Context: an optimization exercise on an open-source flow, tuned for small area, a short achievable clock period and few clock cycles. The choices shown serve that exercise and are no tape-out recipe.
Only simulation tests tie the RTL to the original design; equivalence was not proved.

==> flow/design.v, too long to show whole: its modules and the start of the top module <==
// module h64mix_mul: 1420 lines
// module h64mix_fa: 10 lines
// module hash64_multiply_mix_64bit_words_top: 347 lines
module hash64_multiply_mix_64bit_words_top (
   input  wire logic        clock,
   input  wire logic        reset,
   input  wire logic        req_valid,
   output logic             req_stall,
   input  wire logic [63:0] req_key_word,
   input  wire logic [3:0]  req_word_bytes,
   input  wire logic        req_last_word,
   input  wire logic [30:0] req_total_length,
   output logic             rsp_valid,
   input  wire logic        rsp_stall,
   output logic [63:0]      rsp_hash_value,
   input  wire logic        csr_valid,
   output logic             csr_ready,
   input  wire logic [31:0] csr_hash_seed
);
  // ...
==> flow/run.sh <==
#!/bin/bash
# synth_recipe.tcl (not shown) runs the flow's synth.tcl, then flattens the netlist and writes it again
# the make line also repeats each setting of config.mk as NAME=value (left out here)
make -C /OpenROAD-flow-scripts/flow DESIGN_CONFIG=/design/flow/config.mk WORK_HOME=/design/flow/orfs CLKGATE_MAP_FILE= SYNTH_SCRIPT=/design/flow/synth_recipe.tcl finish
==> flow/config.mk <==
export PLATFORM = sky130hd
export DESIGN_NAME = hash64_multiply_mix_64bit_words_top
export DESIGN_NICKNAME = hash64_multiply_mix_64bit_words_top
export VERILOG_FILES = /design/flow/design.v
export SDC_FILE = /design/flow/constraint.sdc
export NUM_CORES = 4
export LEC_CHECK = 0
export CAP_MARGIN = 20
export CORE_MARGIN = 2
export CORE_UTILIZATION = 40
export SETUP_SLACK_MARGIN = 5
export SLEW_MARGIN = 20
export SYNTH_HIERARCHICAL = 1
==> flow/constraint.sdc <==
create_clock -name core_clock -period 12.0 [get_ports {clock}]
set_input_delay 2.4000 -clock core_clock [delete_from_list [all_inputs] [get_ports {clock}]]
set_output_delay 2.4000 -clock core_clock [all_outputs]
set_load 0.01 [all_outputs]
==> flow_metrics.py, run 1 <==
metrics = {
    "clock_network": {
        "clk_pin_slew_worst_paths_ns": 0.06,
        "cts_setup_buffers": 0,
    },
    "timing": {
        "worst_slew_pin_slew_ns": 1.15,
        "fin_worst_skew_ns": 0.0400,
        "fin_hold_ws_ns": 0.450,
    },
    "global_route": {
        "grt_most_used_layer": "met2",
        "grt_remaining_overflow": 0,
        "globalRouteMet1Util_pct": 31.4,
    },
    "layout": {
        "proportion_of_cell_area_occupied_by_multi_input_gates_pct": 54.6,
        "final.fill_count": 9039,
        "signal_buffers": 274,
        "design.seq.count": 525,
        "layout-drive-gt1-share_pct": 6.35,
    },
    "worst_hold_path": {
        "whs_path_depth": 0,
        "min-delay-path-class": "register to register",
    },
    "synth": {
        "synthArstFlopShare_pct": 0,
        "synth-edff-count": 257,
        "synthXorXnorAreaFrac_pct": 6.25,
        "ys.warnings.count": 13,
    },
    "critical_path": {
        "critical_path_depth": 7,
        "critical_path.top_delay_family": "compound AO/OA/AOI/OAI gates",
        "master_of_the_slowest_instance_on_the_critical_path": "dfxtp_4",
        "critical_path_peak_fanout": 66,
        "worstSetupEndpointType": "primary output",
        "ff2ff_path_depth": 16,
    },
    "drt": {
        "dr_wl_met3_um": 14400,
        "route.antenna.remaining_nets": 0,
        "routed_wl_um": 119000,
    },
    "run_status": {
        "status": "no timing/DRC/antenna violations",
    },
}
Testbench counts, summed over its fixed seeds: cycles 25,560.
==> module hash64_multiply_mix_64bit_words_top, before the edit <==
module hash64_multiply_mix_64bit_words_top (
   input  wire logic        clock,
   input  wire logic        reset,
   input  wire logic        req_valid,
   output logic             req_stall,
   input  wire logic [63:0] req_key_word,
   input  wire logic [3:0]  req_word_bytes,
   input  wire logic        req_last_word,
   input  wire logic [30:0] req_total_length,
   output logic             rsp_valid,
   input  wire logic        rsp_stall,
   output logic [63:0]      rsp_hash_value,
   input  wire logic        csr_valid,
   output logic             csr_ready,
   input  wire logic [31:0] csr_hash_seed
);
   localparam logic [2:0] OP_NONE = 3'd0;
   localparam logic [2:0] OP_MIXP = 3'd1;   
   localparam logic [2:0] OP_HP   = 3'd2;   
   localparam logic [2:0] OP_LEN  = 3'd3;   
   localparam logic [2:0] OP_SHP  = 3'd4;   
   localparam logic [2:0] OP_MSP  = 3'd5;   
   localparam int QN = 9;
   logic        ib_v;
   logic [63:0] ib_w;        
   logic [30:0] ib_len;
   logic        ib_full;     
   logic        ib_empty;    
   logic        ib_ends;     
   logic [3:0]  nb;
   logic [63:0] mw;
   logic        take;
   logic        ib_go;       
   assign nb = (req_word_bytes > 4'd8) ? 4'd8 : req_word_bytes;
   always_comb begin
      for (int i = 0; i < 8; i++) begin
         mw[i*8 +: 8] = (4'(i) < nb) ? req_key_word[i*8 +: 8] : 8'h00;
      end
   end
   assign req_stall = ib_v && !ib_go;
   assign take      = req_valid && !req_stall;
   logic [2:0]  q_op  [QN];
   logic        q_f   [QN];    
   logic        q_hw  [QN];    
   logic        x_f_ff, s_f_ff;
   logic        key_open_ff;
   logic signed [4:0] lc_ff;   
   logic [63:0] x_ff, s_ff, c_ff, hash_ff, rsp_hash_ff;
   logic [30:0] len_ff;
   logic [31:0] seed_ff;
   logic        rsp_valid_ff;
   logic [63:0] sum_row, carry_row, p;
   h64mix_mul u_mul (
      .operand   (x_ff),
      .sum_row   (sum_row),
      .carry_row (carry_row)
   );
   assign p = s_ff + c_ff;
   logic [QN-1:0] q_busy, q_rdh, q_wrh;
   logic          f_pending;
   always_comb begin
      for (int d = 0; d < QN; d++) begin
         q_busy[d] = (q_op[d] != OP_NONE);
         q_rdh[d]  = (q_op[d] == OP_HP) || (q_op[d] == OP_SHP);
         q_wrh[d]  = q_hw[d];
      end
   end
   function automatic logic h_free(input logic [QN-1:0] rd, input logic [QN-1:0] wr, input int w);
      h_free = 1'b1;
      for (int d = 0; d < QN; d++) begin
         if ((d > w) && rd[d]) h_free = 1'b0;
         if ((d >= w) && wr[d]) h_free = 1'b0;
      end
   endfunction
   always_comb begin
      f_pending = x_f_ff || s_f_ff || rsp_valid_ff;
      for (int d = 0; d < QN; d++) begin
         if (q_f[d]) f_pending = 1'b1;
      end
   end
   logic        bk_ok;
   logic [2:0]  bk_kind;      
   localparam logic [2:0] BK_FULL   = 3'd0;   
   localparam logic [2:0] BK_PDIR   = 3'd1;   
   localparam logic [2:0] BK_PLATE  = 3'd2;   
   localparam logic [2:0] BK_EDIR   = 3'd3;   
   localparam logic [2:0] BK_ELATE  = 3'd4;   
   localparam logic [2:0] BK_FIRSTF = 3'd5;   
   localparam logic [2:0] BK_FIRSTP = 3'd6;   
   localparam logic [2:0] BK_FIRSTE = 3'd7;   
   logic [1:0]  fv;           
   logic        f_ok;
   logic        lc_le1, lc_ledm2, lc_m1_0, lc_ledm3;
   logic [3:0]  lc2;          
   assign f_ok     = !f_pending;
   assign lc_le1   = (lc_ff <= 5'sd1);
   assign lc_ledm2 = (lc_ff <= -5'sd2);
   assign lc_ledm3 = (lc_ff <= -5'sd3);
   assign lc_m1_0  = (lc_ff == -5'sd1) || (lc_ff == 5'sd0);
   assign lc2      = (lc_ff == 5'sd0) ? 4'd2 : 4'd1;
   always_comb begin
      bk_ok   = 1'b0;
      bk_kind = BK_FULL;
      fv      = 2'd0;
      if (ib_v) begin
         if (key_open_ff) begin
            if (ib_full) begin
               bk_kind = BK_FULL;
               bk_ok   = !q_busy[0] && !q_busy[2] && !q_busy[4] && lc_le1
                         && (!ib_ends || (!q_busy[6] && f_ok));
            end else if (!ib_empty) begin
               if (lc_ledm2) begin
                  bk_kind = BK_PDIR;
                  bk_ok   = !q_busy[0] && !q_busy[2] && f_ok;
               end else begin
                  bk_kind = BK_PLATE;
                  bk_ok   = lc_m1_0 && !q_busy[lc2] && !q_busy[lc2 + 4'd2] && f_ok;
               end
            end else begin
               if (lc_ledm2) begin
                  bk_kind = BK_EDIR;
                  bk_ok   = !q_busy[0] && f_ok;
               end else begin
                  bk_kind = BK_ELATE;
                  bk_ok   = lc_m1_0 && !q_busy[lc2] && f_ok;
               end
            end
         end else begin
            if (ib_full) begin
               bk_kind = BK_FIRSTF;
               if (!ib_ends || f_ok) begin
                  if (!q_busy[0] && !q_busy[1] && !q_busy[2] && !q_busy[4]
                      && (!ib_ends || !q_busy[6]) && h_free(q_rdh, q_wrh, 3)) begin
                     bk_ok = 1'b1;
                     fv    = 2'd0;
                  end else if (!q_busy[0] && !q_busy[2] && !q_busy[3] && !q_busy[5]
                      && (!ib_ends || !q_busy[7]) && h_free(q_rdh, q_wrh, 4)) begin
                     bk_ok = 1'b1;
                     fv    = 2'd1;
                  end else if (!q_busy[0] && !q_busy[2] && !q_busy[4] && !q_busy[6]
                      && (!ib_ends || !q_busy[8]) && h_free(q_rdh, q_wrh, 4)) begin
                     bk_ok = 1'b1;
                     fv    = 2'd2;
                  end
               end
            end else if (!ib_empty) begin
               bk_kind = BK_FIRSTP;
               bk_ok   = !q_busy[0] && !q_busy[2] && !q_busy[4] && f_ok && h_free(q_rdh, q_wrh, 0);
            end else begin
               bk_kind = BK_FIRSTE;
               bk_ok   = !q_busy[0] && !q_busy[2] && f_ok;
            end
         end
      end
   end
   assign ib_go = bk_ok;
   logic [2:0]  nq_op [QN];
   logic        nq_f  [QN];
   logic        nq_hw [QN];
   logic signed [4:0] lc_in;
   logic        hw_now;           
   logic        hw_word;          
   logic        len_we;
   logic        sel_p, sel_h, sel_w, sel_s, sel_l, sel_mix, len_from_ib, x_f_in;
   always_comb begin
      for (int d = 0; d < QN - 1; d++) begin
         nq_op[d] = q_op[d+1];
         nq_f[d]  = q_f[d+1];
         nq_hw[d] = q_hw[d+1];
      end
      nq_op[QN-1] = OP_NONE;
      nq_f[QN-1]  = 1'b0;
      nq_hw[QN-1] = 1'b0;
      hw_now  = q_hw[0];
      hw_word = 1'b0;
      len_we  = 1'b0;
      lc_in   = (lc_ff > -5'sd3) ? lc_ff - 5'sd1 : lc_ff;
      sel_p       = 1'b0;
      sel_h       = 1'b0;
      sel_w       = 1'b0;
      sel_s       = 1'b0;
      sel_l       = 1'b0;
      sel_mix     = 1'b0;
      len_from_ib = 1'b0;
      x_f_in      = q_f[0];
      case (q_op[0])
         OP_MIXP: begin sel_p = 1'b1; sel_mix = 1'b1; end
         OP_HP:   begin sel_p = 1'b1; sel_h = 1'b1; end
         OP_LEN:  begin sel_l = 1'b1; end
         OP_SHP:  begin sel_p = 1'b1; sel_h = 1'b1; sel_s = 1'b1; end
         OP_MSP:  begin sel_p = 1'b1; sel_s = 1'b1; sel_mix = 1'b1; end
         default: begin end
      endcase
      if (bk_ok) begin
         case (bk_kind)
            BK_FULL: begin
               sel_w = 1'b1;                                   
               nq_op[1] = OP_MIXP;                             
               nq_op[3] = OP_HP;                               
               if (ib_ends) begin
                  nq_op[5] = OP_MIXP; nq_f[5] = 1'b1;          
               end else begin
                  nq_hw[5] = 1'b1;                             
               end
               lc_in = 5'sd3;
            end
            BK_PDIR: begin
               sel_w = 1'b1;
               sel_p = (lc_ff == -5'sd2);
               sel_h = (lc_ff != -5'sd2);
               nq_op[1] = OP_MIXP; nq_f[1] = 1'b1;             
               lc_in = -5'sd1;
            end
            BK_PLATE: begin
               hw_word = 1'b1;
               nq_op[lc2 - 4'd1] = OP_HP;
               nq_hw[lc2 - 4'd1] = 1'b0;
               nq_op[lc2 + 4'd1] = OP_MIXP; nq_f[lc2 + 4'd1] = 1'b1;
               lc_in = 5'(lc2) - 5'sd1;
            end
            BK_EDIR: begin
               sel_p   = (lc_ff == -5'sd2);
               sel_h   = (lc_ff != -5'sd2);
               sel_mix = 1'b1;
               x_f_in  = 1'b1;
            end
            BK_ELATE: begin
               nq_op[lc2 - 4'd1] = OP_MIXP; nq_f[lc2 - 4'd1] = 1'b1;
               nq_hw[lc2 - 4'd1] = 1'b0;
            end
            BK_FIRSTF: begin
               sel_w  = 1'b1;                                  
               len_we = 1'b1;
               nq_op[1] = OP_MIXP;                             
               case (fv)
                  2'd0: begin
                     nq_op[0] = OP_LEN;                        
                     nq_hw[2] = 1'b1;                          
                     nq_op[3] = OP_SHP;                        
                     if (ib_ends) begin nq_op[5] = OP_MIXP; nq_f[5] = 1'b1; end
                     else nq_hw[5] = 1'b1;
                     lc_in = 5'sd3;
                  end
                  2'd1: begin
                     nq_op[2] = OP_LEN;                        
                     nq_hw[3] = 1'b1;                          
                     nq_op[4] = OP_SHP;                        
                     if (ib_ends) begin nq_op[6] = OP_MIXP; nq_f[6] = 1'b1; end
                     else nq_hw[6] = 1'b1;
                     lc_in = 5'sd4;
                  end
                  default: begin
                     nq_op[3] = OP_LEN;                        
                     nq_hw[3] = 1'b1;                          
                     nq_op[5] = OP_SHP;                        
                     if (ib_ends) begin nq_op[7] = OP_MIXP; nq_f[7] = 1'b1; end
                     else nq_hw[7] = 1'b1;
                     lc_in = 5'sd5;
                  end
               endcase
            end
            BK_FIRSTP: begin
               sel_l       = 1'b1;                             
               len_from_ib = 1'b1;
               hw_word     = 1'b1;
               nq_op[1] = OP_SHP;                              
               nq_op[3] = OP_MIXP; nq_f[3] = 1'b1;             
               lc_in = 5'sd1;
            end
            default: begin  
               sel_l       = 1'b1;                             
               len_from_ib = 1'b1;
               nq_op[1] = OP_MSP; nq_f[1] = 1'b1;              
            end
         endcase
      end
   end
   logic [30:0] len_v;
   logic [63:0] y, x_in;
   assign len_v = len_from_ib ? ib_len : len_ff;
   assign y     = (p & {64{sel_p}}) ^ (hash_ff & {64{sel_h}}) ^ (ib_w & {64{sel_w}})
                ^ (64'(seed_ff) & {64{sel_s}}) ^ (64'(len_v) & {64{sel_l}});
   assign x_in  = sel_mix ? (y ^ (y >> 47)) : y;
   always_ff @(posedge clock) begin
      if (reset) begin
         ib_v         <= 1'b0;
         key_open_ff  <= 1'b0;
         lc_ff        <= -5'sd3;
         x_f_ff       <= 1'b0;
         s_f_ff       <= 1'b0;
         rsp_valid_ff <= 1'b0;
         seed_ff      <= '0;
         for (int d = 0; d < QN; d++) begin
            q_op[d] <= OP_NONE;
            q_f[d]  <= 1'b0;
            q_hw[d] <= 1'b0;
         end
      end else begin
         if (take) begin
            ib_v <= 1'b1;
         end else if (ib_go) begin
            ib_v <= 1'b0;
         end
         if (ib_go) begin
            key_open_ff <= !ib_ends;
         end
         lc_ff        <= lc_in;
         x_f_ff       <= x_f_in;
         s_f_ff       <= x_f_ff;
         rsp_valid_ff <= s_f_ff || (rsp_valid_ff && rsp_stall);
         if (csr_valid) begin
            seed_ff <= csr_hash_seed;
         end
         for (int d = 0; d < QN; d++) begin
            q_op[d] <= nq_op[d];
            q_f[d]  <= nq_f[d];
            q_hw[d] <= nq_hw[d];
         end
      end
   end
   always_ff @(posedge clock) begin
      if (take) begin
         ib_w     <= mw;
         ib_len   <= req_total_length;
         ib_full  <= (nb == 4'd8);
         ib_empty <= (nb == 4'd0);
         ib_ends  <= req_last_word || (nb != 4'd8);
      end
      x_ff  <= x_in;
      s_ff  <= sum_row;
      c_ff  <= carry_row;
      if (hw_word) begin
         hash_ff <= ib_w;
      end else if (hw_now) begin
         hash_ff <= p;
      end
      if (len_we) begin
         len_ff <= ib_len;
      end
      if (s_f_ff) begin
         rsp_hash_ff <= p ^ (p >> 47);
      end
   end
   assign csr_ready      = 1'b1;
   assign rsp_valid      = rsp_valid_ff;
   assign rsp_hash_value = rsp_hash_ff;
endmodule
==> run 2: changes to the inputs <==
--- a/flow/design.v
+++ b/flow/design.v
@@ -1,14 +1,13 @@
 `timescale 1ns / 1ps
 `default_nettype none
 module h64mix_mul (
    input  wire logic [63:0] operand,
-   output logic      [63:0] sum_row,
-   output logic      [63:0] carry_row
+   output logic      [63:0] product
 );
    wire c1 = operand[50] ^ operand[48];
    wire c2 = operand[50] & operand[48];
    wire c3, c4;
    h64mix_fa u_c3 (.a(operand[51]), .b(operand[49]), .c(operand[47]), .s(c3), .co(c4));
    wire c5, c6;
    h64mix_fa u_c5 (.a(operand[52]), .b(operand[50]), .c(operand[48]), .s(c5), .co(c6));
    wire c7, c8;
@@ -1412,18 +1411,405 @@
    wire c1405, c1406;
    h64mix_fa u_c1405 (.a(c1285), .b(c1284), .c(~c1164), .s(c1405), .co(c1406));
    wire c1407, c1408;
    h64mix_fa u_c1407 (.a(c1287), .b(c1286), .c(~c1168), .s(c1407), .co(c1408));
    wire c1409, c1410;
    h64mix_fa u_c1409 (.a(c1289), .b(c1288), .c(~c1172), .s(c1409), .co(c1410));
    wire c1411, c1412;
    h64mix_fa u_c1411 (.a(c1291), .b(c1290), .c(~c1176), .s(c1411), .co(c1412));
-   assign sum_row = {c1411, c1409, c1407, c1405, c1403, c1401, c1399, c1397, c1395, c1393, c1391, c1389, c1387, c1385, c1383, c1381, c1379, c1377, c1375, c1373, c1371, c1369, c1367, c1365, c1363, c1361, c1359, c1357, c1355, c1353, c1351, c1349, c1347, c1345, c1343, c1341, c1339, c1337, c1335, c1333, c1331, c1329, c1327, c1325, c1323, c1321, c1319, c1317, c1315, c1313, c1311, c1309, c1307, c1305, c1303, c1301, c1299, c1297, c1295, operand[0], operand[3], operand[2], operand[1], operand[0]};
-   assign carry_row = {c1410, c1408, c1406, c1404, c1402, c1400, c1398, c1396, c1394, c1392, c1390, c1388, c1386, c1384, c1382, c1380, c1378, c1376, c1374, c1372, c1370, c1368, c1366, c1364, c1362, c1360, c1358, c1356, c1354, c1352, c1350, c1348, c1346, c1344, c1342, c1340, c1338, c1336, c1334, c1332, c1330, c1328, c1326, c1324, c1322, c1320, c1318, c1316, c1314, c1312, c1310, c1308, c1306, c1304, c1302, c1300, c1298, c1296, c1294, c1293, operand[1], operand[0], 1'b0, 1'b0};
+   wire [63:0] ra = {c1411, c1409, c1407, c1405, c1403, c1401, c1399, c1397, c1395, c1393, c1391, c1389, c1387, c1385, c1383, c1381, c1379, c1377, c1375, c1373, c1371, c1369, c1367, c1365, c1363, c1361, c1359, c1357, c1355, c1353, c1351, c1349, c1347, c1345, c1343, c1341, c1339, c1337, c1335, c1333, c1331, c1329, c1327, c1325, c1323, c1321, c1319, c1317, c1315, c1313, c1311, c1309, c1307, c1305, c1303, c1301, c1299, c1297, c1295, operand[0], operand[3], operand[2], operand[1], operand[0]};
+   wire [63:0] rb = {c1410, c1408, c1406, c1404, c1402, c1400, c1398, c1396, c1394, c1392, c1390, c1388, c1386, c1384, c1382, c1380, c1378, c1376, c1374, c1372, c1370, c1368, c1366, c1364, c1362, c1360, c1358, c1356, c1354, c1352, c1350, c1348, c1346, c1344, c1342, c1340, c1338, c1336, c1334, c1332, c1330, c1328, c1326, c1324, c1322, c1320, c1318, c1316, c1314, c1312, c1310, c1308, c1306, c1304, c1302, c1300, c1298, c1296, c1294, c1293, operand[1], operand[0], 1'b0, 1'b0};
+   wire [63:0] g0 = ra & rb;
+   wire [63:0] p0 = ra ^ rb;
+   wire pg1 = g0[63] | (p0[63] & g0[62]);
+   wire pp1 = p0[63] & p0[62];
+   wire pg2 = g0[61] | (p0[61] & g0[60]);
+   wire pp2 = p0[61] & p0[60];
+   wire pg3 = g0[59] | (p0[59] & g0[58]);
+   wire pp3 = p0[59] & p0[58];
+   wire pg4 = g0[57] | (p0[57] & g0[56]);
+   wire pp4 = p0[57] & p0[56];
+   wire pg5 = g0[55] | (p0[55] & g0[54]);
+   wire pp5 = p0[55] & p0[54];
+   wire pg6 = g0[53] | (p0[53] & g0[52]);
+   wire pp6 = p0[53] & p0[52];
+   wire pg7 = g0[51] | (p0[51] & g0[50]);
+   wire pp7 = p0[51] & p0[50];
+   wire pg8 = g0[49] | (p0[49] & g0[48]);
+   wire pp8 = p0[49] & p0[48];
+   wire pg9 = g0[47] | (p0[47] & g0[46]);
+   wire pp9 = p0[47] & p0[46];
+   wire pg10 = g0[45] | (p0[45] & g0[44]);
+   wire pp10 = p0[45] & p0[44];
+   wire pg11 = g0[43] | (p0[43] & g0[42]);
+   wire pp11 = p0[43] & p0[42];
+   wire pg12 = g0[41] | (p0[41] & g0[40]);
+   wire pp12 = p0[41] & p0[40];
+   wire pg13 = g0[39] | (p0[39] & g0[38]);
+   wire pp13 = p0[39] & p0[38];
+   wire pg14 = g0[37] | (p0[37] & g0[36]);
+   wire pp14 = p0[37] & p0[36];
+   wire pg15 = g0[35] | (p0[35] & g0[34]);
+   wire pp15 = p0[35] & p0[34];
+   wire pg16 = g0[33] | (p0[33] & g0[32]);
+   wire pp16 = p0[33] & p0[32];
+   wire pg17 = g0[31] | (p0[31] & g0[30]);
+   wire pp17 = p0[31] & p0[30];
+   wire pg18 = g0[29] | (p0[29] & g0[28]);
+   wire pp18 = p0[29] & p0[28];
+   wire pg19 = g0[27] | (p0[27] & g0[26]);
+   wire pp19 = p0[27] & p0[26];
+   wire pg20 = g0[25] | (p0[25] & g0[24]);
+   wire pp20 = p0[25] & p0[24];
+   wire pg21 = g0[23] | (p0[23] & g0[22]);
+   wire pp21 = p0[23] & p0[22];
+   wire pg22 = g0[21] | (p0[21] & g0[20]);
+   wire pp22 = p0[21] & p0[20];
+   wire pg23 = g0[19] | (p0[19] & g0[18]);
+   wire pp23 = p0[19] & p0[18];
+   wire pg24 = g0[17] | (p0[17] & g0[16]);
+   wire pp24 = p0[17] & p0[16];
+   wire pg25 = g0[15] | (p0[15] & g0[14]);
+   wire pp25 = p0[15] & p0[14];
+   wire pg26 = g0[13] | (p0[13] & g0[12]);
+   wire pp26 = p0[13] & p0[12];
+   wire pg27 = g0[11] | (p0[11] & g0[10]);
+   wire pp27 = p0[11] & p0[10];
+   wire pg28 = g0[9] | (p0[9] & g0[8]);
+   wire pp28 = p0[9] & p0[8];
+   wire pg29 = g0[7] | (p0[7] & g0[6]);
+   wire pp29 = p0[7] & p0[6];
+   wire pg30 = g0[5] | (p0[5] & g0[4]);
+   wire pp30 = p0[5] & p0[4];
+   wire pg31 = g0[3] | (p0[3] & g0[2]);
+   wire pp31 = p0[3] & p0[2];
+   wire pg32 = g0[1] | (p0[1] & g0[0]);
+   wire pg33 = pg1 | (pp1 & pg2);
+   wire pp33 = pp1 & pp2;
+   wire pg34 = pg2 | (pp2 & pg3);
+   wire pp34 = pp2 & pp3;
+   wire pg35 = pg3 | (pp3 & pg4);
+   wire pp35 = pp3 & pp4;
+   wire pg36 = pg4 | (pp4 & pg5);
+   wire pp36 = pp4 & pp5;
+   wire pg37 = pg5 | (pp5 & pg6);
+   wire pp37 = pp5 & pp6;
+   wire pg38 = pg6 | (pp6 & pg7);
+   wire pp38 = pp6 & pp7;
+   wire pg39 = pg7 | (pp7 & pg8);
+   wire pp39 = pp7 & pp8;
+   wire pg40 = pg8 | (pp8 & pg9);
+   wire pp40 = pp8 & pp9;
+   wire pg41 = pg9 | (pp9 & pg10);
+   wire pp41 = pp9 & pp10;
+   wire pg42 = pg10 | (pp10 & pg11);
+   wire pp42 = pp10 & pp11;
+   wire pg43 = pg11 | (pp11 & pg12);
+   wire pp43 = pp11 & pp12;
+   wire pg44 = pg12 | (pp12 & pg13);
+   wire pp44 = pp12 & pp13;
+   wire pg45 = pg13 | (pp13 & pg14);
+   wire pp45 = pp13 & pp14;
+   wire pg46 = pg14 | (pp14 & pg15);
+   wire pp46 = pp14 & pp15;
+   wire pg47 = pg15 | (pp15 & pg16);
+   wire pp47 = pp15 & pp16;
+   wire pg48 = pg16 | (pp16 & pg17);
+   wire pp48 = pp16 & pp17;
+   wire pg49 = pg17 | (pp17 & pg18);
+   wire pp49 = pp17 & pp18;
+   wire pg50 = pg18 | (pp18 & pg19);
+   wire pp50 = pp18 & pp19;
+   wire pg51 = pg19 | (pp19 & pg20);
+   wire pp51 = pp19 & pp20;
+   wire pg52 = pg20 | (pp20 & pg21);
+   wire pp52 = pp20 & pp21;
+   wire pg53 = pg21 | (pp21 & pg22);
+   wire pp53 = pp21 & pp22;
+   wire pg54 = pg22 | (pp22 & pg23);
+   wire pp54 = pp22 & pp23;
+   wire pg55 = pg23 | (pp23 & pg24);
+   wire pp55 = pp23 & pp24;
+   wire pg56 = pg24 | (pp24 & pg25);
+   wire pp56 = pp24 & pp25;
+   wire pg57 = pg25 | (pp25 & pg26);
+   wire pp57 = pp25 & pp26;
+   wire pg58 = pg26 | (pp26 & pg27);
+   wire pp58 = pp26 & pp27;
+   wire pg59 = pg27 | (pp27 & pg28);
+   wire pp59 = pp27 & pp28;
+   wire pg60 = pg28 | (pp28 & pg29);
+   wire pp60 = pp28 & pp29;
+   wire pg61 = pg29 | (pp29 & pg30);
+   wire pp61 = pp29 & pp30;
+   wire pg62 = pg30 | (pp30 & pg31);
+   wire pp62 = pp30 & pp31;
+   wire pg63 = pg31 | (pp31 & pg32);
+   wire pg64 = pg33 | (pp33 & pg35);
+   wire pp64 = pp33 & pp35;
+   wire pg65 = pg34 | (pp34 & pg36);
+   wire pp65 = pp34 & pp36;
+   wire pg66 = pg35 | (pp35 & pg37);
+   wire pp66 = pp35 & pp37;
+   wire pg67 = pg36 | (pp36 & pg38);
+   wire pp67 = pp36 & pp38;
+   wire pg68 = pg37 | (pp37 & pg39);
+   wire pp68 = pp37 & pp39;
+   wire pg69 = pg38 | (pp38 & pg40);
+   wire pp69 = pp38 & pp40;
+   wire pg70 = pg39 | (pp39 & pg41);
+   wire pp70 = pp39 & pp41;
+   wire pg71 = pg40 | (pp40 & pg42);
+   wire pp71 = pp40 & pp42;
+   wire pg72 = pg41 | (pp41 & pg43);
+   wire pp72 = pp41 & pp43;
+   wire pg73 = pg42 | (pp42 & pg44);
+   wire pp73 = pp42 & pp44;
+   wire pg74 = pg43 | (pp43 & pg45);
+   wire pp74 = pp43 & pp45;
+   wire pg75 = pg44 | (pp44 & pg46);
+   wire pp75 = pp44 & pp46;
+   wire pg76 = pg45 | (pp45 & pg47);
+   wire pp76 = pp45 & pp47;
+   wire pg77 = pg46 | (pp46 & pg48);
+   wire pp77 = pp46 & pp48;
+   wire pg78 = pg47 | (pp47 & pg49);
+   wire pp78 = pp47 & pp49;
+   wire pg79 = pg48 | (pp48 & pg50);
+   wire pp79 = pp48 & pp50;
+   wire pg80 = pg49 | (pp49 & pg51);
+   wire pp80 = pp49 & pp51;
+   wire pg81 = pg50 | (pp50 & pg52);
+   wire pp81 = pp50 & pp52;
+   wire pg82 = pg51 | (pp51 & pg53);
+   wire pp82 = pp51 & pp53;
+   wire pg83 = pg52 | (pp52 & pg54);
+   wire pp83 = pp52 & pp54;
+   wire pg84 = pg53 | (pp53 & pg55);
+   wire pp84 = pp53 & pp55;
+   wire pg85 = pg54 | (pp54 & pg56);
+   wire pp85 = pp54 & pp56;
+   wire pg86 = pg55 | (pp55 & pg57);
+   wire pp86 = pp55 & pp57;
+   wire pg87 = pg56 | (pp56 & pg58);
+   wire pp87 = pp56 & pp58;
+   wire pg88 = pg57 | (pp57 & pg59);
+   wire pp88 = pp57 & pp59;
+   wire pg89 = pg58 | (pp58 & pg60);
+   wire pp89 = pp58 & pp60;
+   wire pg90 = pg59 | (pp59 & pg61);
+   wire pp90 = pp59 & pp61;
+   wire pg91 = pg60 | (pp60 & pg62);
+   wire pp91 = pp60 & pp62;
+   wire pg92 = pg61 | (pp61 & pg63);
+   wire pg93 = pg62 | (pp62 & pg32);
+   wire pg94 = pg64 | (pp64 & pg68);
+   wire pp94 = pp64 & pp68;
+   wire pg95 = pg65 | (pp65 & pg69);
+   wire pp95 = pp65 & pp69;
+   wire pg96 = pg66 | (pp66 & pg70);
+   wire pp96 = pp66 & pp70;
+   wire pg97 = pg67 | (pp67 & pg71);
+   wire pp97 = pp67 & pp71;
+   wire pg98 = pg68 | (pp68 & pg72);
+   wire pp98 = pp68 & pp72;
+   wire pg99 = pg69 | (pp69 & pg73);
+   wire pp99 = pp69 & pp73;
+   wire pg100 = pg70 | (pp70 & pg74);
+   wire pp100 = pp70 & pp74;
+   wire pg101 = pg71 | (pp71 & pg75);
+   wire pp101 = pp71 & pp75;
+   wire pg102 = pg72 | (pp72 & pg76);
+   wire pp102 = pp72 & pp76;
+   wire pg103 = pg73 | (pp73 & pg77);
+   wire pp103 = pp73 & pp77;
+   wire pg104 = pg74 | (pp74 & pg78);
+   wire pp104 = pp74 & pp78;
+   wire pg105 = pg75 | (pp75 & pg79);
+   wire pp105 = pp75 & pp79;
+   wire pg106 = pg76 | (pp76 & pg80);
+   wire pp106 = pp76 & pp80;
+   wire pg107 = pg77 | (pp77 & pg81);
+   wire pp107 = pp77 & pp81;
+   wire pg108 = pg78 | (pp78 & pg82);
+   wire pp108 = pp78 & pp82;
+   wire pg109 = pg79 | (pp79 & pg83);
+   wire pp109 = pp79 & pp83;
+   wire pg110 = pg80 | (pp80 & pg84);
+   wire pp110 = pp80 & pp84;
+   wire pg111 = pg81 | (pp81 & pg85);
+   wire pp111 = pp81 & pp85;
+   wire pg112 = pg82 | (pp82 & pg86);
+   wire pp112 = pp82 & pp86;
+   wire pg113 = pg83 | (pp83 & pg87);
+   wire pp113 = pp83 & pp87;
+   wire pg114 = pg84 | (pp84 & pg88);
+   wire pp114 = pp84 & pp88;
+   wire pg115 = pg85 | (pp85 & pg89);
+   wire pp115 = pp85 & pp89;
+   wire pg116 = pg86 | (pp86 & pg90);
+   wire pp116 = pp86 & pp90;
+   wire pg117 = pg87 | (pp87 & pg91);
+   wire pp117 = pp87 & pp91;
+   wire pg118 = pg88 | (pp88 & pg92);
+   wire pg119 = pg89 | (pp89 & pg93);
+   wire pg120 = pg90 | (pp90 & pg63);
+   wire pg121 = pg91 | (pp91 & pg32);
+   wire pg122 = pg94 | (pp94 & pg102);
+   wire pp122 = pp94 & pp102;
+   wire pg123 = pg95 | (pp95 & pg103);
+   wire pp123 = pp95 & pp103;
+   wire pg124 = pg96 | (pp96 & pg104);
+   wire pp124 = pp96 & pp104;
+   wire pg125 = pg97 | (pp97 & pg105);
+   wire pp125 = pp97 & pp105;
+   wire pg126 = pg98 | (pp98 & pg106);
+   wire pp126 = pp98 & pp106;
+   wire pg127 = pg99 | (pp99 & pg107);
+   wire pp127 = pp99 & pp107;
+   wire pg128 = pg100 | (pp100 & pg108);
+   wire pp128 = pp100 & pp108;
+   wire pg129 = pg101 | (pp101 & pg109);
+   wire pp129 = pp101 & pp109;
+   wire pg130 = pg102 | (pp102 & pg110);
+   wire pp130 = pp102 & pp110;
+   wire pg131 = pg103 | (pp103 & pg111);
+   wire pp131 = pp103 & pp111;
+   wire pg132 = pg104 | (pp104 & pg112);
+   wire pp132 = pp104 & pp112;
+   wire pg133 = pg105 | (pp105 & pg113);
+   wire pp133 = pp105 & pp113;
+   wire pg134 = pg106 | (pp106 & pg114);
+   wire pp134 = pp106 & pp114;
+   wire pg135 = pg107 | (pp107 & pg115);
+   wire pp135 = pp107 & pp115;
+   wire pg136 = pg108 | (pp108 & pg116);
+   wire pp136 = pp108 & pp116;
+   wire pg137 = pg109 | (pp109 & pg117);
+   wire pp137 = pp109 & pp117;
+   wire pg138 = pg110 | (pp110 & pg118);
+   wire pg139 = pg111 | (pp111 & pg119);
+   wire pg140 = pg112 | (pp112 & pg120);
+   wire pg141 = pg113 | (pp113 & pg121);
+   wire pg142 = pg114 | (pp114 & pg92);
+   wire pg143 = pg115 | (pp115 & pg93);
+   wire pg144 = pg116 | (pp116 & pg63);
+   wire pg145 = pg117 | (pp117 & pg32);
+   wire pg146 = pg122 | (pp122 & pg138);
+   wire pg147 = pg123 | (pp123 & pg139);
+   wire pg148 = pg124 | (pp124 & pg140);
+   wire pg149 = pg125 | (pp125 & pg141);
+   wire pg150 = pg126 | (pp126 & pg142);
+   wire pg151 = pg127 | (pp127 & pg143);
+   wire pg152 = pg128 | (pp128 & pg144);
+   wire pg153 = pg129 | (pp129 & pg145);
+   wire pg154 = pg130 | (pp130 & pg118);
+   wire pg155 = pg131 | (pp131 & pg119);
+   wire pg156 = pg132 | (pp132 & pg120);
+   wire pg157 = pg133 | (pp133 & pg121);
+   wire pg158 = pg134 | (pp134 & pg92);
+   wire pg159 = pg135 | (pp135 & pg93);
+   wire pg160 = pg136 | (pp136 & pg63);
+   wire pg161 = pg137 | (pp137 & pg32);
+   wire pg162 = g0[2] | (p0[2] & pg32);
+   wire pg163 = g0[4] | (p0[4] & pg63);
+   wire pg164 = g0[6] | (p0[6] & pg93);
+   wire pg165 = g0[8] | (p0[8] & pg92);
+   wire pg166 = g0[10] | (p0[10] & pg121);
+   wire pg167 = g0[12] | (p0[12] & pg120);
+   wire pg168 = g0[14] | (p0[14] & pg119);
+   wire pg169 = g0[16] | (p0[16] & pg118);
+   wire pg170 = g0[18] | (p0[18] & pg145);
+   wire pg171 = g0[20] | (p0[20] & pg144);
+   wire pg172 = g0[22] | (p0[22] & pg143);
+   wire pg173 = g0[24] | (p0[24] & pg142);
+   wire pg174 = g0[26] | (p0[26] & pg141);
+   wire pg175 = g0[28] | (p0[28] & pg140);
+   wire pg176 = g0[30] | (p0[30] & pg139);
+   wire pg177 = g0[32] | (p0[32] & pg138);
+   wire pg178 = g0[34] | (p0[34] & pg161);
+   wire pg179 = g0[36] | (p0[36] & pg160);
+   wire pg180 = g0[38] | (p0[38] & pg159);
+   wire pg181 = g0[40] | (p0[40] & pg158);
+   wire pg182 = g0[42] | (p0[42] & pg157);
+   wire pg183 = g0[44] | (p0[44] & pg156);
+   wire pg184 = g0[46] | (p0[46] & pg155);
+   wire pg185 = g0[48] | (p0[48] & pg154);
+   wire pg186 = g0[50] | (p0[50] & pg153);
+   wire pg187 = g0[52] | (p0[52] & pg152);
+   wire pg188 = g0[54] | (p0[54] & pg151);
+   wire pg189 = g0[56] | (p0[56] & pg150);
+   wire pg190 = g0[58] | (p0[58] & pg149);
+   wire pg191 = g0[60] | (p0[60] & pg148);
+   wire pg192 = g0[62] | (p0[62] & pg147);
+   assign product[0] = p0[0];
+   assign product[1] = p0[1] ^ g0[0];
+   assign product[2] = p0[2] ^ pg32;
+   assign product[3] = p0[3] ^ pg162;
+   assign product[4] = p0[4] ^ pg63;
+   assign product[5] = p0[5] ^ pg163;
+   assign product[6] = p0[6] ^ pg93;
+   assign product[7] = p0[7] ^ pg164;
+   assign product[8] = p0[8] ^ pg92;
+   assign product[9] = p0[9] ^ pg165;
+   assign product[10] = p0[10] ^ pg121;
+   assign product[11] = p0[11] ^ pg166;
+   assign product[12] = p0[12] ^ pg120;
+   assign product[13] = p0[13] ^ pg167;
+   assign product[14] = p0[14] ^ pg119;
+   assign product[15] = p0[15] ^ pg168;
+   assign product[16] = p0[16] ^ pg118;
+   assign product[17] = p0[17] ^ pg169;
+   assign product[18] = p0[18] ^ pg145;
+   assign product[19] = p0[19] ^ pg170;
+   assign product[20] = p0[20] ^ pg144;
+   assign product[21] = p0[21] ^ pg171;
+   assign product[22] = p0[22] ^ pg143;
+   assign product[23] = p0[23] ^ pg172;
+   assign product[24] = p0[24] ^ pg142;
+   assign product[25] = p0[25] ^ pg173;
+   assign product[26] = p0[26] ^ pg141;
+   assign product[27] = p0[27] ^ pg174;
+   assign product[28] = p0[28] ^ pg140;
+   assign product[29] = p0[29] ^ pg175;
+   assign product[30] = p0[30] ^ pg139;
+   assign product[31] = p0[31] ^ pg176;
+   assign product[32] = p0[32] ^ pg138;
+   assign product[33] = p0[33] ^ pg177;
+   assign product[34] = p0[34] ^ pg161;
+   assign product[35] = p0[35] ^ pg178;
+   assign product[36] = p0[36] ^ pg160;
+   assign product[37] = p0[37] ^ pg179;
+   assign product[38] = p0[38] ^ pg159;
+   assign product[39] = p0[39] ^ pg180;
+   assign product[40] = p0[40] ^ pg158;
+   assign product[41] = p0[41] ^ pg181;
+   assign product[42] = p0[42] ^ pg157;
+   assign product[43] = p0[43] ^ pg182;
+   assign product[44] = p0[44] ^ pg156;
+   assign product[45] = p0[45] ^ pg183;
+   assign product[46] = p0[46] ^ pg155;
+   assign product[47] = p0[47] ^ pg184;
+   assign product[48] = p0[48] ^ pg154;
+   assign product[49] = p0[49] ^ pg185;
+   assign product[50] = p0[50] ^ pg153;
+   assign product[51] = p0[51] ^ pg186;
+   assign product[52] = p0[52] ^ pg152;
+   assign product[53] = p0[53] ^ pg187;
+   assign product[54] = p0[54] ^ pg151;
+   assign product[55] = p0[55] ^ pg188;
+   assign product[56] = p0[56] ^ pg150;
+   assign product[57] = p0[57] ^ pg189;
+   assign product[58] = p0[58] ^ pg149;
+   assign product[59] = p0[59] ^ pg190;
+   assign product[60] = p0[60] ^ pg148;
+   assign product[61] = p0[61] ^ pg191;
+   assign product[62] = p0[62] ^ pg147;
+   assign product[63] = p0[63] ^ pg192;
 endmodule
 module h64mix_fa (
    input  wire logic a,
    input  wire logic b,
    input  wire logic c,
    output logic      s,
    output logic      co
 );
@@ -1444,340 +1830,164 @@
    input  wire logic [30:0] req_total_length,
    output logic             rsp_valid,
    input  wire logic        rsp_stall,
    output logic [63:0]      rsp_hash_value,
    input  wire logic        csr_valid,
    output logic             csr_ready,
    input  wire logic [31:0] csr_hash_seed
 );
-   localparam logic [2:0] OP_NONE = 3'd0;
-   localparam logic [2:0] OP_MIXP = 3'd1;   
-   localparam logic [2:0] OP_HP   = 3'd2;   
-   localparam logic [2:0] OP_LEN  = 3'd3;   
-   localparam logic [2:0] OP_SHP  = 3'd4;   
-   localparam logic [2:0] OP_MSP  = 3'd5;   
-   localparam int QN = 9;
-   logic        ib_v;
-   logic [63:0] ib_w;        
-   logic [30:0] ib_len;
-   logic        ib_full;     
-   logic        ib_empty;    
-   logic        ib_ends;     
+   localparam logic [1:0] TA_NONE = 2'd0;
+   localparam logic [1:0] TA_FULL = 2'd1;    
+   localparam logic [1:0] TA_PART = 2'd2;    
+   localparam logic [2:0] TB_NONE  = 3'd0;
+   localparam logic [2:0] TB_K2    = 3'd1;
+   localparam logic [2:0] TB_LFULL = 3'd2;   
+   localparam logic [2:0] TB_LPART = 3'd3;   
+   localparam logic [2:0] TB_LEMPT = 3'd4;   
+   localparam logic [1:0] TC_NONE = 2'd0;
+   localparam logic [1:0] TC_H    = 2'd1;    
+   localparam logic [1:0] TC_HEND = 2'd2;    
+   localparam logic [1:0] TC_RES  = 2'd3;    
+   logic [1:0]  ta_ff;
+   logic        ta_first_ff, ta_last_ff;
+   logic [2:0]  tb_ff;
+   logic        tb_first_ff, tb_last_ff;
+   logic [1:0]  tc_ff;
+   logic        key_open_ff;
+   logic [63:0] xa_ff, xb_ff, xc_ff, hash_ff;
+   logic [31:0] seed_ff;
+   logic        rsp_valid_ff;
+   logic [63:0] pa, pb, pc;
+   h64mix_mul u_mul_a (.operand (xa_ff), .product (pa));
+   h64mix_mul u_mul_b (.operand (xb_ff), .product (pb));
+   h64mix_mul u_mul_c (.operand (xc_ff), .product (pc));
+   function automatic logic [63:0] mix(input logic [63:0] v);
+      mix = v ^ (v >> 47);
+   endfunction
    logic [3:0]  nb;
    logic [63:0] mw;
-   logic        take;
-   logic        ib_go;       
-   assign nb = (req_word_bytes > 4'd8) ? 4'd8 : req_word_bytes;
+   logic        w_full, w_empty, w_ends;
+   assign nb      = (req_word_bytes > 4'd8) ? 4'd8 : req_word_bytes;
+   assign w_full  = (nb == 4'd8);
+   assign w_empty = (nb == 4'd0);
+   assign w_ends  = req_last_word || !w_full;
    always_comb begin
       for (int i = 0; i < 8; i++) begin
          mw[i*8 +: 8] = (4'(i) < nb) ? req_key_word[i*8 +: 8] : 8'h00;
       end
    end
-   assign req_stall = ib_v && !ib_go;
-   assign take      = req_valid && !req_stall;
-   logic [2:0]  q_op  [QN];
-   logic        q_f   [QN];    
-   logic        q_hw  [QN];    
-   logic        x_f_ff, s_f_ff;
-   logic        key_open_ff;
-   logic signed [4:0] lc_ff;   
-   logic [63:0] x_ff, s_ff, c_ff, hash_ff, rsp_hash_ff;
-   logic [30:0] len_ff;
-   logic [31:0] seed_ff;
-   logic        rsp_valid_ff;
-   logic [63:0] sum_row, carry_row, p;
-   h64mix_mul u_mul (
-      .operand   (x_ff),
-      .sum_row   (sum_row),
-      .carry_row (carry_row)
-   );
-   assign p = s_ff + c_ff;
-   logic [QN-1:0] q_busy, q_rdh, q_wrh;
-   logic          f_pending;
-   always_comb begin
-      for (int d = 0; d < QN; d++) begin
-         q_busy[d] = (q_op[d] != OP_NONE);
-         q_rdh[d]  = (q_op[d] == OP_HP) || (q_op[d] == OP_SHP);
-         q_wrh[d]  = q_hw[d];
-      end
-   end
-   function automatic logic h_free(input logic [QN-1:0] rd, input logic [QN-1:0] wr, input int w);
-      h_free = 1'b1;
-      for (int d = 0; d < QN; d++) begin
-         if ((d > w) && rd[d]) h_free = 1'b0;
-         if ((d >= w) && wr[d]) h_free = 1'b0;
-      end
-   endfunction
+   logic freeze;      
+   logic ok_full, ok_first_full, ok_later_short, ok_first_short, can_take, take;
+   assign freeze = ((tc_ff == TC_RES) || (tb_ff == TB_LFULL)) && rsp_valid_ff && rsp_stall;
+   assign ok_full        = 1'b1;
+   assign ok_first_full  = (ta_ff != TA_FULL) && (tc_ff != TC_HEND) && (tb_ff != TB_LEMPT);
+   assign ok_later_short = (ta_ff != TA_FULL);
+   assign ok_first_short = (ta_ff == TA_NONE) && (tb_ff != TB_K2) && (tb_ff != TB_LPART);
    always_comb begin
-      f_pending = x_f_ff || s_f_ff || rsp_valid_ff;
-      for (int d = 0; d < QN; d++) begin
-         if (q_f[d]) f_pending = 1'b1;
+      if (w_full) begin
+         can_take = key_open_ff ? ok_full : ok_first_full;
+      end else begin
+         can_take = key_open_ff ? ok_later_short : ok_first_short;
       end
+      can_take = can_take && !freeze;
    end
-   logic        bk_ok;
-   logic [2:0]  bk_kind;      
-   localparam logic [2:0] BK_FULL   = 3'd0;   
-   localparam logic [2:0] BK_PDIR   = 3'd1;   
-   localparam logic [2:0] BK_PLATE  = 3'd2;   
-   localparam logic [2:0] BK_EDIR   = 3'd3;   
-   localparam logic [2:0] BK_ELATE  = 3'd4;   
-   localparam logic [2:0] BK_FIRSTF = 3'd5;   
-   localparam logic [2:0] BK_FIRSTP = 3'd6;   
-   localparam logic [2:0] BK_FIRSTE = 3'd7;   
-   logic [1:0]  fv;           
-   logic        f_ok;
-   logic        lc_le1, lc_ledm2, lc_m1_0, lc_ledm3;
-   logic [3:0]  lc2;          
-   assign f_ok     = !f_pending;
-   assign lc_le1   = (lc_ff <= 5'sd1);
-   assign lc_ledm2 = (lc_ff <= -5'sd2);
-   assign lc_ledm3 = (lc_ff <= -5'sd3);
-   assign lc_m1_0  = (lc_ff == -5'sd1) || (lc_ff == 5'sd0);
-   assign lc2      = (lc_ff == 5'sd0) ? 4'd2 : 4'd1;
+   assign req_stall = !can_take;
+   assign take      = req_valid && can_take;
+   logic [1:0]  ta_in;
+   logic        ta_first_in, ta_last_in;
+   logic [2:0]  tb_in;
+   logic        tb_first_in, tb_last_in;
+   logic [1:0]  tc_in;
+   logic        key_open_in;
+   logic [63:0] xb_in, xc_in;
+   logic        produce;
+   logic        end_mark;    
+   assign end_mark = take && key_open_ff && w_empty;
    always_comb begin
-      bk_ok   = 1'b0;
-      bk_kind = BK_FULL;
-      fv      = 2'd0;
-      if (ib_v) begin
-         if (key_open_ff) begin
-            if (ib_full) begin
-               bk_kind = BK_FULL;
-               bk_ok   = !q_busy[0] && !q_busy[2] && !q_busy[4] && lc_le1
-                         && (!ib_ends || (!q_busy[6] && f_ok));
-            end else if (!ib_empty) begin
-               if (lc_ledm2) begin
-                  bk_kind = BK_PDIR;
-                  bk_ok   = !q_busy[0] && !q_busy[2] && f_ok;
-               end else begin
-                  bk_kind = BK_PLATE;
-                  bk_ok   = lc_m1_0 && !q_busy[lc2] && !q_busy[lc2 + 4'd2] && f_ok;
-               end
-            end else begin
-               if (lc_ledm2) begin
-                  bk_kind = BK_EDIR;
-                  bk_ok   = !q_busy[0] && f_ok;
-               end else begin
-                  bk_kind = BK_ELATE;
-                  bk_ok   = lc_m1_0 && !q_busy[lc2] && f_ok;
-               end
-            end
-         end else begin
-            if (ib_full) begin
-               bk_kind = BK_FIRSTF;
-               if (!ib_ends || f_ok) begin
-                  if (!q_busy[0] && !q_busy[1] && !q_busy[2] && !q_busy[4]
-                      && (!ib_ends || !q_busy[6]) && h_free(q_rdh, q_wrh, 3)) begin
-                     bk_ok = 1'b1;
-                     fv    = 2'd0;
-                  end else if (!q_busy[0] && !q_busy[2] && !q_busy[3] && !q_busy[5]
-                      && (!ib_ends || !q_busy[7]) && h_free(q_rdh, q_wrh, 4)) begin
-                     bk_ok = 1'b1;
-                     fv    = 2'd1;
-                  end else if (!q_busy[0] && !q_busy[2] && !q_busy[4] && !q_busy[6]
-                      && (!ib_ends || !q_busy[8]) && h_free(q_rdh, q_wrh, 4)) begin
-                     bk_ok = 1'b1;
-                     fv    = 2'd2;
-                  end
-               end
-            end else if (!ib_empty) begin
-               bk_kind = BK_FIRSTP;
-               bk_ok   = !q_busy[0] && !q_busy[2] && !q_busy[4] && f_ok && h_free(q_rdh, q_wrh, 0);
-            end else begin
-               bk_kind = BK_FIRSTE;
-               bk_ok   = !q_busy[0] && !q_busy[2] && f_ok;
-            end
+      ta_in       = TA_NONE;
+      ta_first_in = !key_open_ff;
+      ta_last_in  = w_ends;
+      key_open_in = key_open_ff;
+      if (take) begin
+         key_open_in = !w_ends;
+         if (w_full) begin
+            ta_in = TA_FULL;
+         end else if (key_open_ff && !w_empty) begin
+            ta_in = TA_PART;
          end
       end
-   end
-   assign ib_go = bk_ok;
-   logic [2:0]  nq_op [QN];
-   logic        nq_f  [QN];
-   logic        nq_hw [QN];
-   logic signed [4:0] lc_in;
-   logic        hw_now;           
-   logic        hw_word;          
-   logic        len_we;
-   logic        sel_p, sel_h, sel_w, sel_s, sel_l, sel_mix, len_from_ib, x_f_in;
-   always_comb begin
-      for (int d = 0; d < QN - 1; d++) begin
-         nq_op[d] = q_op[d+1];
-         nq_f[d]  = q_f[d+1];
-         nq_hw[d] = q_hw[d+1];
+      tb_in       = TB_NONE;
+      tb_first_in = ta_first_ff;
+      tb_last_in  = ta_last_ff;
+      xb_in       = mix(pa);
+      if (ta_ff == TA_FULL) begin
+         tb_in = TB_K2;
+      end else if (take && !key_open_ff) begin
+         xb_in = 64'(req_total_length);
+         tb_in = w_full ? TB_LFULL : (w_empty ? TB_LEMPT : TB_LPART);
       end
-      nq_op[QN-1] = OP_NONE;
-      nq_f[QN-1]  = 1'b0;
-      nq_hw[QN-1] = 1'b0;
-      hw_now  = q_hw[0];
-      hw_word = 1'b0;
-      len_we  = 1'b0;
-      lc_in   = (lc_ff > -5'sd3) ? lc_ff - 5'sd1 : lc_ff;
-      sel_p       = 1'b0;
-      sel_h       = 1'b0;
-      sel_w       = 1'b0;
-      sel_s       = 1'b0;
-      sel_l       = 1'b0;
-      sel_mix     = 1'b0;
-      len_from_ib = 1'b0;
-      x_f_in      = q_f[0];
-      case (q_op[0])
-         OP_MIXP: begin sel_p = 1'b1; sel_mix = 1'b1; end
-         OP_HP:   begin sel_p = 1'b1; sel_h = 1'b1; end
-         OP_LEN:  begin sel_l = 1'b1; end
-         OP_SHP:  begin sel_p = 1'b1; sel_h = 1'b1; sel_s = 1'b1; end
-         OP_MSP:  begin sel_p = 1'b1; sel_s = 1'b1; sel_mix = 1'b1; end
-         default: begin end
-      endcase
-      if (bk_ok) begin
-         case (bk_kind)
-            BK_FULL: begin
-               sel_w = 1'b1;                                   
-               nq_op[1] = OP_MIXP;                             
-               nq_op[3] = OP_HP;                               
-               if (ib_ends) begin
-                  nq_op[5] = OP_MIXP; nq_f[5] = 1'b1;          
-               end else begin
-                  nq_hw[5] = 1'b1;                             
-               end
-               lc_in = 5'sd3;
-            end
-            BK_PDIR: begin
-               sel_w = 1'b1;
-               sel_p = (lc_ff == -5'sd2);
-               sel_h = (lc_ff != -5'sd2);
-               nq_op[1] = OP_MIXP; nq_f[1] = 1'b1;             
-               lc_in = -5'sd1;
-            end
-            BK_PLATE: begin
-               hw_word = 1'b1;
-               nq_op[lc2 - 4'd1] = OP_HP;
-               nq_hw[lc2 - 4'd1] = 1'b0;
-               nq_op[lc2 + 4'd1] = OP_MIXP; nq_f[lc2 + 4'd1] = 1'b1;
-               lc_in = 5'(lc2) - 5'sd1;
-            end
-            BK_EDIR: begin
-               sel_p   = (lc_ff == -5'sd2);
-               sel_h   = (lc_ff != -5'sd2);
-               sel_mix = 1'b1;
-               x_f_in  = 1'b1;
-            end
-            BK_ELATE: begin
-               nq_op[lc2 - 4'd1] = OP_MIXP; nq_f[lc2 - 4'd1] = 1'b1;
-               nq_hw[lc2 - 4'd1] = 1'b0;
-            end
-            BK_FIRSTF: begin
-               sel_w  = 1'b1;                                  
-               len_we = 1'b1;
-               nq_op[1] = OP_MIXP;                             
-               case (fv)
-                  2'd0: begin
-                     nq_op[0] = OP_LEN;                        
-                     nq_hw[2] = 1'b1;                          
-                     nq_op[3] = OP_SHP;                        
-                     if (ib_ends) begin nq_op[5] = OP_MIXP; nq_f[5] = 1'b1; end
-                     else nq_hw[5] = 1'b1;
-                     lc_in = 5'sd3;
-                  end
-                  2'd1: begin
-                     nq_op[2] = OP_LEN;                        
-                     nq_hw[3] = 1'b1;                          
-                     nq_op[4] = OP_SHP;                        
-                     if (ib_ends) begin nq_op[6] = OP_MIXP; nq_f[6] = 1'b1; end
-                     else nq_hw[6] = 1'b1;
-                     lc_in = 5'sd4;
-                  end
-                  default: begin
-                     nq_op[3] = OP_LEN;                        
-                     nq_hw[3] = 1'b1;                          
-                     nq_op[5] = OP_SHP;                        
-                     if (ib_ends) begin nq_op[7] = OP_MIXP; nq_f[7] = 1'b1; end
-                     else nq_hw[7] = 1'b1;
-                     lc_in = 5'sd5;
-                  end
-               endcase
-            end
-            BK_FIRSTP: begin
-               sel_l       = 1'b1;                             
-               len_from_ib = 1'b1;
-               hw_word     = 1'b1;
-               nq_op[1] = OP_SHP;                              
-               nq_op[3] = OP_MIXP; nq_f[3] = 1'b1;             
-               lc_in = 5'sd1;
-            end
-            default: begin  
-               sel_l       = 1'b1;                             
-               len_from_ib = 1'b1;
-               nq_op[1] = OP_MSP; nq_f[1] = 1'b1;              
-            end
-         endcase
+      tc_in = tc_ff;
+      xc_in = xc_ff;
+      if (tb_ff == TB_K2) begin
+         xc_in = (tb_first_ff ? hash_ff : pc) ^ pb;
+         tc_in = (tb_last_ff || end_mark) ? TC_HEND : TC_H;
+      end else if (tb_ff == TB_LPART) begin
+         xc_in = 64'(seed_ff) ^ pb ^ xa_ff;
+         tc_in = TC_HEND;
+      end else if (tb_ff == TB_LEMPT) begin
+         xc_in = mix(64'(seed_ff) ^ pb);
+         tc_in = TC_RES;
+      end else if (ta_ff == TA_PART) begin
+         xc_in = pc ^ xa_ff;
+         tc_in = TC_HEND;
+      end else if (tc_ff == TC_HEND) begin
+         xc_in = mix(pc);
+         tc_in = TC_RES;
+      end else if (tc_ff == TC_RES) begin
+         tc_in = TC_NONE;
+      end else if (end_mark) begin
+         tc_in = TC_HEND;
       end
+      produce = (tc_ff == TC_RES);
    end
-   logic [30:0] len_v;
-   logic [63:0] y, x_in;
-   assign len_v = len_from_ib ? ib_len : len_ff;
-   assign y     = (p & {64{sel_p}}) ^ (hash_ff & {64{sel_h}}) ^ (ib_w & {64{sel_w}})
-                ^ (64'(seed_ff) & {64{sel_s}}) ^ (64'(len_v) & {64{sel_l}});
-   assign x_in  = sel_mix ? (y ^ (y >> 47)) : y;
    always_ff @(posedge clock) begin
       if (reset) begin
-         ib_v         <= 1'b0;
+         ta_ff        <= TA_NONE;
+         tb_ff        <= TB_NONE;
+         tc_ff        <= TC_NONE;
          key_open_ff  <= 1'b0;
-         lc_ff        <= -5'sd3;
-         x_f_ff       <= 1'b0;
-         s_f_ff       <= 1'b0;
          rsp_valid_ff <= 1'b0;
          seed_ff      <= '0;
-         for (int d = 0; d < QN; d++) begin
-            q_op[d] <= OP_NONE;
-            q_f[d]  <= 1'b0;
-            q_hw[d] <= 1'b0;
-         end
       end else begin
-         if (take) begin
-            ib_v <= 1'b1;
-         end else if (ib_go) begin
-            ib_v <= 1'b0;
-         end
-         if (ib_go) begin
-            key_open_ff <= !ib_ends;
+         if (!freeze) begin
+            ta_ff        <= ta_in;
+            tb_ff        <= tb_in;
+            tc_ff        <= tc_in;
+            key_open_ff  <= key_open_in;
+            rsp_valid_ff <= produce || (rsp_valid_ff && rsp_stall);
          end
-         lc_ff        <= lc_in;
-         x_f_ff       <= x_f_in;
-         s_f_ff       <= x_f_ff;
-         rsp_valid_ff <= s_f_ff || (rsp_valid_ff && rsp_stall);
          if (csr_valid) begin
             seed_ff <= csr_hash_seed;
          end
-         for (int d = 0; d < QN; d++) begin
-            q_op[d] <= nq_op[d];
-            q_f[d]  <= nq_f[d];
-            q_hw[d] <= nq_hw[d];
-         end
       end
    end
    always_ff @(posedge clock) begin
-      if (take) begin
-         ib_w     <= mw;
-         ib_len   <= req_total_length;
-         ib_full  <= (nb == 4'd8);
-         ib_empty <= (nb == 4'd0);
-         ib_ends  <= req_last_word || (nb != 4'd8);
-      end
-      x_ff  <= x_in;
-      s_ff  <= sum_row;
-      c_ff  <= carry_row;
-      if (hw_word) begin
-         hash_ff <= ib_w;
-      end else if (hw_now) begin
-         hash_ff <= p;
-      end
-      if (len_we) begin
-         len_ff <= ib_len;
-      end
-      if (s_f_ff) begin
-         rsp_hash_ff <= p ^ (p >> 47);
+      if (!freeze) begin
+         ta_first_ff <= ta_first_in;
+         ta_last_ff  <= ta_last_in;
+         tb_first_ff <= tb_first_in;
+         tb_last_ff  <= tb_last_in;
+         xa_ff       <= mw;
+         xb_ff       <= xb_in;
+         xc_ff       <= xc_in;
+         if (produce) begin
+            hash_ff <= mix(pc);
+         end else if (tb_ff == TB_LFULL) begin
+            hash_ff <= 64'(seed_ff) ^ pb;
+         end
       end
    end
    assign csr_ready      = 1'b1;
    assign rsp_valid      = rsp_valid_ff;
-   assign rsp_hash_value = rsp_hash_ff;
+   assign rsp_hash_value = hash_ff;
 endmodule
 `default_nettype wire
==> flow_metrics.py, run 2 <==
metrics = {
    "global_route": {
        "number_of_antenna_violations_at_the_first_check_in_global_routing": 3,
        "grt_pass1_wl_um": 359000,
        "grt.total_usage_pct": 28.9,
        "first_global_vias": 50969,
        "grt_remaining_overflow": 0,
        "grt_start_max_net_pins": 75,
    },
    "synth": {
        "yosysTopAreaCellShare_pct": 62.1,
        "netlist_instances": 5233,
        "yosys_most_used_dff": "edfxtp_1",
        "post_synth_instance_area_sq_um": 68800,
        "synth-seq-cells": 301,
        "synth-edff-count": 260,
        "synth_sequential_area_ratio_pct": 12.5,
        "synth.avg_cell_area_sq_um": 13.1,
        "synth_top_area_cell": "fa_1",
        "synthArstFlopShare_pct": 0,
        "ys.warnings.count": 7,
        "synth_cell_types": 69,
        "synth.cells.most_frequent": "2133 x fa_1, 752 x inv_1, 297 x nand2_1",
        "synth.most_common_cell": "fa_1",
        "ys_top_cells_by_area": "fa_1 62%, edfxtp_1 11%, ha_1 4.5%",
    },
    "drt": {
        "uppermost_signal_routing_layer_after_detailed_routing": "met5",
        "route.antenna.remaining_nets": 0,
        "dr_wl_met3_um": 22600,
        "route.vias.total": 45570,
        "vias_per_cell": 5.61,
        "router_iterations_before_antenna_repair": 5,
        "drt-met1-wl_um": 92400,
        "met2_routed_length_um": 114000,
        "routed_wl_um": 248000,
        "drt-wirelength-per-cell_um": 30.5,
        "drcViolationCount": 0,
        "dr.first_iter.drc_count": 4533,
    },
    "placed_design": {
        "dp_hpwl_um": 184000,
        "place.port_buffers": 202,
        "finalWeightedCongestion": 0.962,
        "dp_slack_ns": 3.60,
    },
    "layout": {
        "most_common_library_cell_in_the_layout_ignoring_fill_and_taps": "fa_1",
        "layout-drive-gt1-share_pct": 14.7,
        "fin_nets": 8363,
        "finalCoreUtilization_pct": 47.6,
        "layout.cells.most_common_list": "2073 x fa_1, 749 x inv_1, 295 x buf_4, 291 x nand2_1, 260 x edfxtp_1",
        "synthToLayoutAreaGrowth_pct": 18.5,
    },
    "timing": {
        "max_slew_margin_pct": 25.0,
        "fin_setup_tns_ns": 0,
        "report.final.slew_viol_count": 0,
        "fin_hold_ws_ns": 0.419,
        "rsz_0062_raised_after_global_routing": "yes",
        "fin_worst_skew_ns": 0.0637,
        "fin_crit_sh_pct": 61.1,
        "finalHoldViolCount": 0,
        "fin_ws_ns": 4.67,
        "period_minus_slack_ns": 7.33,
        "number_of_setup_violations_in_the_final_report": 0,
        "worst_slew_pin_slew_ns": 1.13,
        "timing.fmax_mhz": 136,
    },
    "worst_hold_path": {
        "hold-path-endpoint": "tb_last_ff",
        "min-delay-path-class": "register to register",
        "min_from": "ta_last_ff",
        "whs_path_depth": 0,
    },
    "flow_run": {
        "cap_violations": 0,
    },
    "critical_path": {
        "ff2ff_path_depth": 25,
        "cp_data_arrival_time_ns": 7.85,
        "setup.reg_to_reg.worst_slack_ns": 4.67,
        "cp_data_required_time_ns": 12.52,
        "r2r_start": "xc_ff[49]",
        "critical_path.reg2reg.endpoint": "xc_ff[57]",
        "critical_path_peak_fanout": 4,
        "worstSetupEndpointType": "register",
        "worst-setup-path-type": "register to register",
        "worstSetupStartpointType": "register",
    },
    "die": {
        "initial_core_util_pct": 40.2,
        "die_h_um": 419,
        "core_region_area_sq_um": 171000,
        "design.portCount": 204,
        "die-width_um": 419,
        "die_area_sq_um": 175000,
        "rows": 152,
    },
    "run_status": {
        "status": "no timing/DRC/antenna violations",
    },
    "clock_network": {
        "h-tree-depth": 2,
        "numCtsBuffers": 42,
        "clk_latency_ns": 0.69,
        "tritoncts": "done",
        "clock_sinks": 301,
        "cts_buffer_depth": 3,
        "clk_pin_slew_worst_paths_ns": 0.06,
        "cts_root_buf": "clkbuf_16",
        "holdBufCountCts": 0,
    },
}
==> run 2: worst max path at each step <==
stage	start	endpoint
after floorplan	rsp_stall	req_stall
after global placement	xc_ff[0]	xc_ff[47]
after detailed placement	xc_ff[4]	xc_ff[47]
after CTS	xc_ff[49]	xc_ff[57]
after global routing	xc_ff[49]	xc_ff[57]
final	xc_ff[49]	xc_ff[57]
==> run 2: worst max-delay path: stages, from the launching register on <==
cell and delay (ns):
edfxtp_1 0.41, buf_12 0.16, fa_1 0.51, fa_1 0.57, fa_1 0.43, fa_1 0.48, fa_1 0.56, fa_2 0.50
fa_1 0.61, ha_4 0.23, a21oi_4 0.17, o211ai_1 0.15, a221oi_2 0.29, o21ai_2 0.10, buf_4 0.15, a21oi_2 0.13
o31ai_2 0.10, a21o_2 0.21, fa_2 0.38, xor2_4 0.17, buf_6 0.12, mux2i_1 0.06, nor2_1 0.14, a21oi_1 0.07
a211o_1 0.34, a22oi_2 0.12
==> run 2: logic make-up (layout without fill, tap and decap cells) <==
logic type | count (synthesis) | in the layout | share of synthesized area [%]
AND/OR/NAND/NOR | 631 | 631 | 4.32
flip-flops | 301 | 301 | 12.5
XOR/XNOR | 318 | 318 | 4.05
multiplexers | 127 | 127 | 1.94
adder cells (fa/ha/maj) | 2379 | 2379 | 66.5
AO/OA/AOI/OAI | 622 | 622 | 5.81
buffers and inverters | 854 | 1502 | 4.78
other | 1 | 3 | 0.00545
==> run 2: routing by layer <==
metal	vias up	global-route usage, %
met4	4	16.2
li1	17688	-
met1	24626	37.8
met2	2619	45.2
met5	-	0
met3	633	5.86
==> run 2: final cells by class <==
| class | instances | area [sq um] |
|---|---|---|
| inverters | 752 | 2830 |
| clock inverters | 25 | 282 |
| multi-input cells | 4078 | 58800 |
| flip-flops and latches | 301 | 8630 |
| clock buffers | 53 | 1150 |
| fillers | 15110 | 89600 |
| well taps | 2233 | 2790 |
| repair buffers | 672 | 7000 |
| diodes | 2 | 5.00 |
==> run 2: modules after synthesis, one instance, submodules excluded <==
| module | copies in the design | flip-flops and latches | cell area (sq um) |
|---|---|---|---|
| h64mix_mul | 3 | 0 | 3910 |
| h64mix_fa | 2040 | 0 | 20.0 |
| hash64_multiply_mix_64bit_words_top | 1 | 301 | 16200 |
==> run 2: stage by stage <==
| step | area [sq um] | std cells |
|---|---|---|
| after floorplan | 69000 | 5233 |
| after global placement | 74500 | 7720 |
| final | 81500 | 8116 |
| after detailed placement | 74600 | 7720 |
| after CTS | 79900 | 8031 |
| after global routing | 81500 | 8114 |
==> run 2: repair_timing <==
item / 4_1_cts / 5_1_grt
gates resized for setup: 373 / 182
endpoints found under the setup margin: 141 / 98
pin swaps: 117 / 132
endpoints found under the hold margin: 0 / 0
cloned: 3 / 2
setup buffers: 230 / 81
Testbench counts of run 2, summed over its fixed seeds: cycles 9,166.

[afterwards: timing with drivers on the ports]
How much do the figures lean on ideal ports? The routed layouts below were timed once more, with nothing changed but the port constraints.
Step 1 (the two cells are an assumption about what drives the block):
set clk [get_ports {clock}]
set_driving_cell -lib_cell sky130_fd_sc_hd__clkbuf_16 $clk
set_driving_cell -lib_cell sky130_fd_sc_hd__buf_2 [delete_from_list [all_inputs] $clk]
Step 2 times the ports against the registers' clock, not the clock port: input delays grow and output delays shrink by t, the midpoint of the rising clock arrivals with the driver on.
Slacks: ideal ports / drivers / drivers and shift; pairs: ideal ports / drivers.
| run | shift t [ns] | setup slack, ns | latest minus earliest clock arrival (ns) |
|---|---|---|---|
| run 1 | 0.728 | 5.600 / 5.529 / 6.258 | 0.040 / 0.041 |
| run 2 | 0.730 | 4.673 / 4.673 / 4.673 | 0.069 / 0.069 |
After both steps every run listed still meets setup and hold.
